Background: an optimization exercise with open tools, aiming at small area, a short achievable clock period and few clock cycles per item. Do not read the settings as production practice.
Function was not checked in any run shown here: the RTL went through the layout flow alone.

==> flow/design.v (outline; a module is shown in full before it is edited, if it fits) <==
// module hsl_fa: 10 lines
// module hsl_ha: 9 lines
// module hsl_to_rgb_converter: 3460 lines
module hsl_to_rgb_converter (
	input  logic clk,
	input  logic arst_n,
	input  logic hsl_valid,
	output logic hsl_stall,
	input  hsl_pkg::hsl_t hsl,
	output logic rgb_valid,
	input  logic rgb_stall,
	output hsl_pkg::rgb_t rgb
);
  // ...
==> flow/run.sh <==
#!/bin/bash
# synth_recipe.tcl (not shown) runs the flow's synth.tcl, then flattens the netlist and writes it again
# the make line also repeats each setting of config.mk as NAME=value (left out here)
make -C /OpenROAD-flow-scripts/flow DESIGN_CONFIG=/design/flow/config.mk WORK_HOME=/design/flow/orfs CLKGATE_MAP_FILE= SYNTH_SCRIPT=/design/flow/synth_recipe.tcl finish
==> flow/config.mk <==
export PLATFORM = sky130hd
export DESIGN_NAME = hsl_to_rgb_converter
export DESIGN_NICKNAME = hsl_to_rgb_converter
export VERILOG_FILES = /design/flow/design.v
export SDC_FILE = /design/flow/constraint.sdc
export NUM_CORES = 4
export LEC_CHECK = 0
export CAP_MARGIN = 20
export CORE_MARGIN = 2
export CORE_UTILIZATION = 40
export SETUP_SLACK_MARGIN = 3.0
export SLEW_MARGIN = 20
export SYNTH_HIERARCHICAL = 1
export SYNTH_MINIMUM_KEEP_SIZE = 0
==> flow/constraint.sdc <==
create_clock -name core_clock -period 7.0 [get_ports {clk}]
set_input_delay 1.4000 -clock core_clock [delete_from_list [all_inputs] [get_ports {clk}]]
set_output_delay 1.4000 -clock core_clock [all_outputs]
set_load 0.01 [all_outputs]
==> out/metrics.csv, run 1 <==
metric,value,unit
Placement Setup Slack,2.44,ns
initial antenna violation count,0,
top cell type's share of synthesized area,0.315,
critical path class,flop to flop,
core area,41900,sq um
RSZ-0062 raised after global routing,yes,
"top cells by count, synth","fa_1 (181), edfxtp_1 (178), ha_1 (142), xnor2_1 (138), nand2_1 (105)",
Arrival @ worst endpoint,4.11,ns
Rows,75,
"Primary FF master, synth",edfxtp_1,
Top Registers,"r3: 72 flops, ro: 24 flops, P2: 16 flops",
Placer Congestion,0.808,
Antenna diodes,0,
Required @ worst endpoint,7.20,ns
largest family of logic cells by synthesized area,adder cells,
fmax,256,MHz
cell area after layout,19200,sq um
Metal-1 WL,17500,microns
Max-Cap Viols,0,
Iteration-0 DRC Markers,882,
Fillers,3764,
worst path cell trace,"buf_4, and2_1, fa_2, fa_1, fa_1, ha_2, o21ai_0, nand2b_1, a31o_2, nand2_2, a21oi_4, o41ai_4, o21bai_1, xor2_1",
"commonest non-fill, non-tap cell in the layout",fa_1,
fraction of area in multi-input gates,0.577,
Most Frequent Cell on Critical Path,fa_1,
first-pass GRT wire length,63100,microns
FFs & Latches,182,
status,timing/DRC/antenna clean,
CP max-delay cell,fa_1,
Syn Inst Count,1498,
total length of routed met3 wires,1530,microns
post-layout min period,3.91,ns
Post-Synth XOR/XNOR Area,0.0825,
fin. max-slew vios,0,
placed insts,2030,
CTS Hold Bufs,0,
max reg flops,72,
share of layout cells above drive strength 1,0.102,
met1 GRT Util,0.239,
hold wc startpoint,sec2[2]$_DFFE_PN_,
Startpoint Class,flop,
met2 Usage GRT,0.309,
"Area growth, synth to finish",13.3,%
WL final,39200,microns
==> run 2: changes to the inputs <==
--- a/flow/config.mk
+++ b/flow/config.mk
@@ -9,5 +9,5 @@
 export CORE_MARGIN = 2
 export CORE_UTILIZATION = 40
-export SETUP_SLACK_MARGIN = 3.0
+export SETUP_SLACK_MARGIN = 3.4
 export SLEW_MARGIN = 20
 export SYNTH_HIERARCHICAL = 1
==> run 2 against run 1 <==
Compared with the run above: sequential cell count did not move; still clean; utilization rose by 1.6 points; non-clock buffer count rose by 34; wire length rose by 3.2%; clock skew fell by 0.0018 ns; synthesized area did not move; critical path type unchanged.
==> out/metrics.csv, run 2 <==
metric,value,unit,change
status,timing/DRC/antenna clean,,
dpl hpwl,27900,microns,
Multi-input gate area,11400,sq um,
relative max-transition margin,0.255,,
Placer Congestion,0.812,,+0.56%
top cell type's share of synthesized area,0.315,,unchanged
Required @ worst endpoint,7.22,ns,+0.02 ns
Iteration-0 DRC Markers,903,,+2.4%
Final nets,1957,,
"count leader, synth",fa_1,,
Clock transition at path regs,0.07,ns,
total CTS buffers,17,,
Antenna diodes,0,,unchanged
Die Y,210,microns,
TritonCTS clock tree,done,,
IO Pins,63,,
ANT nets after route,0,,
Register Area,5450,sq um,
sequential area share after synthesis,0.321,,
vias per std cell,5.44,,
largest net degree at the start of global routing,86,,
Arrival @ worst endpoint,4.07,ns,-0.04 ns
Initial Util,0.405,,
yosys synthesis warning count,7,,
clk buf depth,2,,
die area,44100,sq um,
Setup-failing EPs final,0,,
WL final,40400,microns,+3.2%
gr ovfl total,0,,
Max-Cap Viols,0,,unchanged
Syn Inst Count,1498,,unchanged
largest family of logic cells by synthesized area,adder cells,,
Hold WS,0.417,ns,
CTS H-tree lvls,4,,
post-layout min period,3.86,ns,-0.0507 ns
Syn Std Cell Area,17000,sq um,
"Primary FF master, synth",edfxtp_1,,
Setup TNS,0,ns,
"FF+latch count, synth",182,,
Vias,11700,,
Fillers,3784,,+0.53%
Synth Area in Compound Gates,0.131,,
Post-route DRC,0,,
post-DR wirelength/cell,18.8,microns,
RSZ-0062 raised after global routing,yes,,
syn_area_per_cell,11.3,sq um,
Fin. Hold Viols,0,,
Adder-Cell Fraction of Synth Area,0.318,,
Startpoint Class,flop,,
Critical Path Sink Type,flop,,
fin. max-slew vios,0,,unchanged
Root Buffer,clkbuf_16,,
Top Registers,"r3: 72 flops, ro: 24 flops, P2: 16 flops",,
most frequent cells in the layout,"edfxtp_1 (178), fa_1 (177), xnor2_1 (137)",,
max reg flops,72,,unchanged
Die W,210,microns,
post-synth cell types,82,,
clock sink count,182,,
core area,41900,sq um,unchanged
Total GRT Usage,0.187,,
share of layout cells above drive strength 1,0.149,,+0.0474
critical path class,flop to flop,,
initial antenna violation count,0,,unchanged
1st-pass router iterations,6,,
cell area after layout,19900,sq um,+3.5%
clk_skew,0.00953,ns,
Final WS setup,3.14,ns,
CTS Hold Bufs,0,,unchanged
dominant cell type by area after synthesis,edfxtp_1,,
share of the clock period used by the worst path after layout,0.551,,
port bufs,62,,
maximum fanout along the worst path,5,,
Worst-Skew Late Latency,0.47,ns,
"Area growth, synth to finish",17.3,%,
Post-Synth XOR/XNOR Area,0.0825,,unchanged
worst hold path type,flop to flop,,
first-pass GRT wire length,64600,microns,+2.4%
post-synthesis mux area share,0.00928,,
Placement Setup Slack,2.43,ns,-0.0111 ns
"top cells by count, synth","fa_1 (181), edfxtp_1 (178), ha_1 (142), xnor2_1 (138), nand2_1 (105)",,
actual slew at the worst max-slew pin,1.12,ns,
most flop-heavy register,r3,,
Placed Instance Area,18100,sq um,
Rows,75,,unchanged
Post-synth EDFFs,178,,
Area contributors post-synth,"edfxtp_1 (31%), fa_1 (21%), ha_1 (10%), xnor2_1 (7.1%), a22oi_1 (4.1%)",,
fmax,259,MHz,+1.3%
"commonest non-fill, non-tap cell in the layout",edfxtp_1,,
vias in the first global route,12100,,
"FFs w/ async S/R, synth",0.0220,,
Post-Synth Simple-Gate Area,0.100,,
==> run 2: final timing paths <==
check / endpoint / cells after the start / slack, ns / start
max: ro[20]$_DFFE_PN_ / 13 / 3.14 / r3[21]$_DFFE_PN_
min: sec2[1]$_DFFE_PN_ / 0 / 0.42 / sec1[1]$_DFFE_PN_
max reg2reg: ro[20]$_DFFE_PN_ / 13 / 3.14 / r3[21]$_DFFE_PN_
min reg2reg: sec2[1]$_DFFE_PN_ / 0 / 0.42 / sec1[1]$_DFFE_PN_
max in group asynchronous: v3$_DFFE_PN0N_ / 1 / 5.71 / arst_n
min in group asynchronous: vo$_DFFE_PN0N_ / 1 / 1.12 / arst_n
==> run 2: per-layer routing <==
metal,routed length [microns],track usage
met1,17700,0.242
met2,19900,0.316
met3,1570,0.0265
met4,1280,0.0785
met5,0,0
==> run 2: area by class of cell <==
cell class	count	area share
inverter	83	0.0156
multi-input combinational	1149	0.574
clock buffer	17	0.0214
clock inverter	15	0.00829
timing repair buffer	164	0.0730
sequential	182	0.273
tap	539	0.0339
==> run 2: metrics by stage <==
step | cells | utilization
3_3_place_gp | 2028 | 0.432
2_1_floorplan | 1502 | -
6_report | 2149 | 0.475
3_5_place_dp | 2028 | 0.432
5_1_grt | 2149 | 0.475
4_1_cts | 2117 | 0.463
==> run 2: logic make-up after synthesis <==
logic type / count (synthesis)
fa+ha+maj: 323
flops: 182
buf+inv: 174
simple gates: 333
other cells: 1
compound gates: 311
xor+xnor: 160
mux: 14
==> run 2: modules after synthesis (local to each module, per instance) <==
module | flops+latches | cells inside
hsl_ha | 0 | 1
hsl_to_rgb_converter | 182 | 1282
hsl_fa | 0 | 1
==> run 2: what timing repair did <==
action	CTS	global route
pin swaps	38	36
gates resized for setup	56	56
endpoints found under the setup margin	43	49
buffers inserted	55	29
cloned	2	1
==> run 2: critical path, stage by stage, from the launching register on <==
cell,delay [ns]
edfxtp_1,0.46
fa_1,0.52
fa_1,0.56
ha_4,0.21
nand4_1,0.13
buf_4,0.14
buf_4,0.11
a2bb2oi_4,0.22
a21oi_4,0.11
buf_4,0.14
o21ba_4,0.21
o31ai_4,0.38
o21ai_1,0.11
a211o_1,0.30

-- what the ideal ports hide --
How much do the figures lean on ideal ports? The routed layouts below were timed once more, with nothing changed but the port constraints.
Step 1: set_driving_cell puts a clkbuf_16 on clk and a buf_2 on each other input, an assumption about the parent block.
Step 2, shift: input delay + t, output delay - t, t = (earliest + latest rising clock arrival at the registers) / 2. This alone moves slack from input paths to output paths.
Three values: ideal ports, drivers, drivers and shift; two values: the first two.
| run | shift t [ns] | slack for setup (ns) | clock arrival spread, ns |
|---|---|---|---|
| run 1 | 0.501 | 3.094 / 3.094 / 2.925 | 0.013 / 0.012 |
| run 2 | 0.514 | 3.145 / 3.145 / 3.125 | 0.010 / 0.011 |
After both steps setup and hold are still met in every run listed. The setup slack of run 1, which loses most, moves by 0.000 ns with the drivers and by -0.169 ns with both steps.
